This design comes from an exercise in tuning for a short achievable clock period and few clock cycles on the open sky130 flow, not from production work. The RTL was checked by simulation tests, not by an equivalence proof against the original design. Power and IR drop assume default switching activity.

## v9
==> flow/design.v (excerpt) <==
module ooo_top (
  input  logic        clock,
  input  logic        reset,
  input  logic        dispatch_valid,
  input  logic [2:0]  dispatch_kind,
  input  logic [2:0]  dispatch_dest,
  input  logic [2:0]  dispatch_src_a,
  input  logic [2:0]  dispatch_src_b,
  input  logic        dispatch_use_imm,
  input  logic [31:0] dispatch_imm,
  output logic        dispatch_ready,
  output logic        commit_valid,
  output logic [2:0]  commit_dest,
  output logic [31:0] commit_value
);
Size in the first run: ~8,500 cells after synthesis, about 1,200 flip-flops, ~85 I/O pins, ~76,000 sq um of cells after synthesis.
==> flow/config.mk <==
export PLATFORM = sky130hd
export DESIGN_NAME = ooo_top
export DESIGN_NICKNAME = ooo_top
export VERILOG_FILES = /design/flow/design.v
export SDC_FILE = /design/flow/constraint.sdc
export NUM_CORES = 4
export LEC_CHECK = 0
export CAP_MARGIN = 40
export CELL_PAD_IN_SITES_DETAIL_PLACEMENT = 1
export CELL_PAD_IN_SITES_GLOBAL_PLACEMENT = 2
export CORE_MARGIN = 2
export CORE_UTILIZATION = 40
export GPL_TIMING_DRIVEN = 1
export PLACE_DENSITY = 0.55
export SLEW_MARGIN = 50
==> flow/constraint.sdc <==
create_clock -name core_clock -period 11.0 [get_ports {clock}]
set_input_delay 2.2000 -clock core_clock [delete_from_list [all_inputs] [get_ports {clock}]]
set_output_delay 2.2000 -clock core_clock [all_outputs]
set_load 0.01 [all_outputs]
standard.sh (not shown) runs the stock make flow with config.mk's settings and CLKGATE_MAP_FILE= SYNTH_SCRIPT=/design/flow/synth_recipe.tcl, a recipe that flattens the netlist after the stock synthesis.
==> flow/flow/run.sh <==
#!/bin/bash
set -euo pipefail
bash standard.sh SETUP_SLACK_MARGIN=7.8 finish > standard_flow.log 2>&1
Testbench counts of v9, summed over its fixed seeds: cycles 4,948.
> inputs changed (v9 -> v21)
# v9
export LEC_CHECK = 0
export CAP_MARGIN = 40
export CELL_PAD_IN_SITES_DETAIL_PLACEMENT = 1
export CELL_PAD_IN_SITES_GLOBAL_PLACEMENT = 2
export CORE_MARGIN = 2
export CORE_UTILIZATION = 40
export GPL_TIMING_DRIVEN = 1
export PLACE_DENSITY = 0.55
export SLEW_MARGIN = 50
create_clock -name core_clock -period 11.0 [get_ports {clock}]
# v21
export LEC_CHECK = 0
export CAP_MARGIN = 40
export CELL_PAD_IN_SITES_DETAIL_PLACEMENT = 1
export CELL_PAD_IN_SITES_GLOBAL_PLACEMENT = 2
export CORE_MARGIN = 2
export CORE_UTILIZATION = 30
export GPL_TIMING_DRIVEN = 1
export PLACE_DENSITY = 0.45
export SLEW_MARGIN = 50
create_clock -name core_clock -period 11.0 [get_ports {clock}]
==> flow/flow/run.sh <==
#!/bin/bash
set -euo pipefail
bash standard.sh SETUP_SLACK_MARGIN=7.65 finish > standard_flow.log 2>&1
[summary]
Delta (v21 minus v9): portion of the clock cycle consumed by the worst path in the final layout saw a decrease, clock skew saw an increase, internal power component saw an increase.
Comparing v9 and v21, detailed-route via count is lower on v21.
v21 ended with more detailed-route wire length than v9.
Area of the multi-input gates went down slightly going from v9 to v21.
Setup changes, v21 to v40
==> flow/flow/run.sh <==
#!/bin/bash
set -euo pipefail
bash standard.sh SETUP_SLACK_MARGIN=7.5 finish > standard_flow.log 2>&1
Findings:
When v40 is set beside v21, its maximum clock frequency turns out to be 5.5 MHz smaller.
v40: buffer count from post-CTS setup fixing 28% below v21
In v40 relative to v21, total power had gone down by a little under 10%.
The higher met1 track utilization from global routing of v21 and v40 is in v21.
Part of the total power dissipated in the clock network in v40 vs v21: up 1.1 points
Row hold slack: v40 higher / v21 lower
v40 does worse than v21 on smallest setup slack after layout.
[inputs] v59 vs v40
# v40
export LEC_CHECK = 0
export CAP_MARGIN = 40
export CELL_PAD_IN_SITES_DETAIL_PLACEMENT = 1
export CELL_PAD_IN_SITES_GLOBAL_PLACEMENT = 2
export CORE_MARGIN = 2
export CORE_UTILIZATION = 30
export GPL_TIMING_DRIVEN = 1
export PLACE_DENSITY = 0.45
export SLEW_MARGIN = 50
create_clock -name core_clock -period 11.0 [get_ports {clock}]
# v59
export LEC_CHECK = 0
export CAP_MARGIN = 40
export CELL_PAD_IN_SITES_DETAIL_PLACEMENT = 1
export CELL_PAD_IN_SITES_GLOBAL_PLACEMENT = 2
export CORE_MARGIN = 2
export CORE_UTILIZATION = 45
export GPL_TIMING_DRIVEN = 1
export PLACE_DENSITY = 0.62
export SLEW_MARGIN = 50
create_clock -name core_clock -period 11.0 [get_ports {clock}]
Notes after the runs:
The least setup slack across all paths after layout reported for v59 is smaller than that of v40 by 0.019 ns.
v59: met2 routed wirelength lower than v40
v59 vs. v40: via count increased 2,452; maximum frequency fell 0.54%; sum of negative setup slack did not really move; full die area -about 33%.
Compared with v40, in v59 mean number of vias per cell shows an increase of about 15%; combinational fraction of design power up 0.3 points; worst hold slack now sits lower; synthesized area about even.
Measured against v59, the total wire length after detailed routing of v40 comes out at 1.14 times the reference value.


job 101:
ooo_top, a different RTL version from the one above (not shown whole).
Size in the first run: ~9000 cells after synthesis, roughly 1300 flip-flops, ~85 I/O pins, about 0.078 mm2 of cells after synthesis.
## ooo_top
module ooo_top (
  input  logic        clock,
  input  logic        reset,
  input  logic        dispatch_valid,
  input  logic [2:0]  dispatch_kind,
  input  logic [2:0]  dispatch_dest,
  input  logic [2:0]  dispatch_src_a,
  input  logic [2:0]  dispatch_src_b,
  input  logic        dispatch_use_imm,
  input  logic [31:0] dispatch_imm,
  output logic        dispatch_ready,
  output logic        commit_valid,
  output logic [2:0]  commit_dest,
  output logic [31:0] commit_value
);
clock: 11.0 ns
lec_check: 0
cap_margin: 20
cell_pad_in_sites_detail_placement: 1
cell_pad_in_sites_global_placement: 2
core_margin: 2
core_utilization: 30
gpl_timing_driven: 1
place_density: 0.45
slew_margin: 20
==> flow/flow/run.sh <==
#!/bin/bash
set -euo pipefail
bash standard.sh SETUP_SLACK_MARGIN=7.2 finish > standard_flow.log 2>&1
Testbench counts of job 101, summed over its fixed seeds: cycles 4,948.
Edits applied to the flow inputs when going from job 101 to job 102:
# job 101
export LEC_CHECK = 0
export CAP_MARGIN = 20
export CELL_PAD_IN_SITES_DETAIL_PLACEMENT = 1
export CELL_PAD_IN_SITES_GLOBAL_PLACEMENT = 2
export CORE_MARGIN = 2
export CORE_UTILIZATION = 30
export GPL_TIMING_DRIVEN = 1
export PLACE_DENSITY = 0.45
export SLEW_MARGIN = 20
create_clock -name core_clock -period 11.0 [get_ports {clock}]
# job 102
export LEC_CHECK = 0
export CAP_MARGIN = 20
export CELL_PAD_IN_SITES_DETAIL_PLACEMENT = 1
export CELL_PAD_IN_SITES_GLOBAL_PLACEMENT = 2
export CORE_MARGIN = 2
export CORE_UTILIZATION = 30
export GPL_TIMING_DRIVEN = 1
export MIN_ROUTING_LAYER = met2
export PLACE_DENSITY = 0.45
export SLEW_MARGIN = 20
create_clock -name core_clock -period 11.0 [get_ports {clock}]
Notes after the runs:
Looking at the logs for job 102 and job 101, the single run that did not finish was job 102.
Re number of instances in the synthesized netlist: no difference whatsoever between job 102 and job 101.
When job 102 is measured against job 101, its number of setup buffers added after CTS turns out 11% lower.
Clock tree buffer depth: job 102 vs job 101 identical
In the flow results for job 102 and job 101, the total CTS buffers is smaller on job 102.


RTL: one of the versions met above, not the one the previous note started from.
Size in the first run: ~85 I/O pins, about 76000 um2 of cells after synthesis.
export LEC_CHECK = 0
export CAP_MARGIN = 60
export CELL_PAD_IN_SITES_DETAIL_PLACEMENT = 1
export CELL_PAD_IN_SITES_GLOBAL_PLACEMENT = 2
export CORE_MARGIN = 2
export CORE_UTILIZATION = 30
export GPL_TIMING_DRIVEN = 1
export PLACE_DENSITY = 0.5
export SLEW_MARGIN = 70
create_clock -name core_clock -period 11.0 [get_ports {clock}]
==> flow/flow/run.sh <==
#!/bin/bash
set -euo pipefail
bash standard.sh SETUP_SLACK_MARGIN=7.8 finish > standard_flow.log 2>&1
Testbench counts at the start, summed over its fixed seeds: cycles 4,948.
Edit:
==> flow/flow/run.sh (replaced) <==
#!/bin/bash
set -euo pipefail
bash standard.sh SETUP_SLACK_MARGIN=7.5 finish > standard_flow.log 2>&1
--- a/flow/config.mk
+++ b/flow/config.mk
@@ -8 +8 @@
-export CAP_MARGIN = 60
+export CAP_MARGIN = 40
@@ -12 +12 @@
-export CORE_UTILIZATION = 30
+export CORE_UTILIZATION = 40
@@ -14,2 +14,2 @@
-export PLACE_DENSITY = 0.5
-export SLEW_MARGIN = 70
+export PLACE_DENSITY = 0.55
+export SLEW_MARGIN = 50
Outcome:
- non-clock buffer count shrinks by 248
- cell area fell by 8.5%
- combinational power came out lower by 10%


Another version of the RTL of ooo_top (not shown whole).
For scale: ~8700 cells after synthesis, roughly 1300 flip-flops, roughly 77000 sq um of cells after synthesis.
// ooo_top
module ooo_top (
  input  logic        clock,
  input  logic        reset,
  input  logic        dispatch_valid,
  input  logic [2:0]  dispatch_kind,
  input  logic [2:0]  dispatch_dest,
  input  logic [2:0]  dispatch_src_a,
  input  logic [2:0]  dispatch_src_b,
  input  logic        dispatch_use_imm,
  input  logic [31:0] dispatch_imm,
  output logic        dispatch_ready,
  output logic        commit_valid,
  output logic [2:0]  commit_dest,
  output logic [31:0] commit_value
);
  typedef struct packed {
    logic        is_mul;
    logic [3:0]  k;        
    logic [2:0]  dest;
    logic [7:0]  dest_oh;
    logic [2:0]  src_a;
    logic [2:0]  src_b;
    logic        use_imm;
    logic [31:0] imm;
  } op_t;
  typedef struct packed {
    logic pf;
    logic r1;
    logic r2;
    logic r3;
    logic n1;
    logic n2;
    logic n3;
  } sel_t;
  logic        reset_q;
  op_t         in_op;
  op_t         nx_op;
  logic        accept;
  logic        q0_v;
  logic        q1_v;
  op_t         q0;
  op_t         q1;
  logic        rdy;
  logic        deq;
  logic        q0_vn;
  logic        q1_vn;
  logic [31:0] rf [8];
  logic [31:0] rf_nx [8];
  logic [7:0]  loc_s1_r1;
  logic [7:0]  loc_s1_r2;
  logic [7:0]  loc_s1_r3;
  logic [7:0]  loc_s1_na;
  logic [7:0]  loc_s2_r2;
  logic [7:0]  loc_s2_r3;
  logic [7:0]  loc_s2_na;
  logic [7:0]  loc_s3_r3;
  logic [7:0]  nx_s1_r1;
  logic [7:0]  nx_s1_r2;
  logic [7:0]  nx_s1_r3;
  logic [7:0]  nx_s1_na;
  logic [7:0]  nx_s2_r2;
  logic [7:0]  nx_s2_r3;
  logic [7:0]  nx_s2_na;
  ...
Settings: LEC_CHECK=0, CAP_MARGIN=40, CELL_PAD_IN_SITES_DETAIL_PLACEMENT=1, CELL_PAD_IN_SITES_GLOBAL_PLACEMENT=2, CORE_MARGIN=2, CORE_UTILIZATION=30, GPL_TIMING_DRIVEN=1, PLACE_DENSITY=0.45, SLEW_MARGIN=50; clock period 11.0 ns.
==> flow/flow/run.sh <==
#!/bin/bash
set -euo pipefail
bash standard.sh SETUP_SLACK_MARGIN=7.5 finish > standard_flow.log 2>&1
Testbench counts at the start, summed over its fixed seeds: cycles 4,948.
Then changed:
Settings changed: CORE_UTILIZATION 30 to 40, PLACE_DENSITY 0.45 to 0.55.
Effect: Via count rose by 2.5%. Clock-buffer cell count fell by 24. Utilization rose by 11 points. Cell count fell by 7.5%. Synthesized cell count stays the same. Die area fell by 25%.

## static timing again, ports no longer ideal
No port has a modelled driver above. Below, the same layouts with a new extraction and two added sets of constraints. Step 1, drivers: a clkbuf_16 drives clock and a buf_2 each remaining input, both assumed. Step 2 moves the port delays by t, midway between the first and last clock arrival at a register: inputs arrive t later, outputs are due t later. That takes back most of the time a late clock gives input paths. Three values: no drivers, after step 1, after step 2; two values: the first two.
run	shift t [ns]	setup WS [ns]	worst data-port slew with drivers (ns)
v9	0.962	7.404 / 7.390 / 7.149	0.07
v21	0.943	7.477 / 7.378 / 7.099	0.06
v40	0.942	7.407 / 7.407 / 7.040	0.12
v59	0.924	7.388 / 7.384 / 7.070	0.08
job 101	1.000	6.955 / 6.955 / 6.046	0.17
the first run of note 3	0.960	7.290 / 7.290 / 7.051	0.07
the second run of note 3	0.928	7.418 / 7.418 / 6.954	0.07
the first run of note 4	0.953	7.196 / 7.196 / 6.735	0.06
the second run of note 4	0.934	7.227 / 7.227 / 7.088	0.07
After both steps every run listed still meets setup and hold. The setup slack of job 101, which loses most, moves by 0.000 ns with the drivers and by -0.909 ns with both steps.
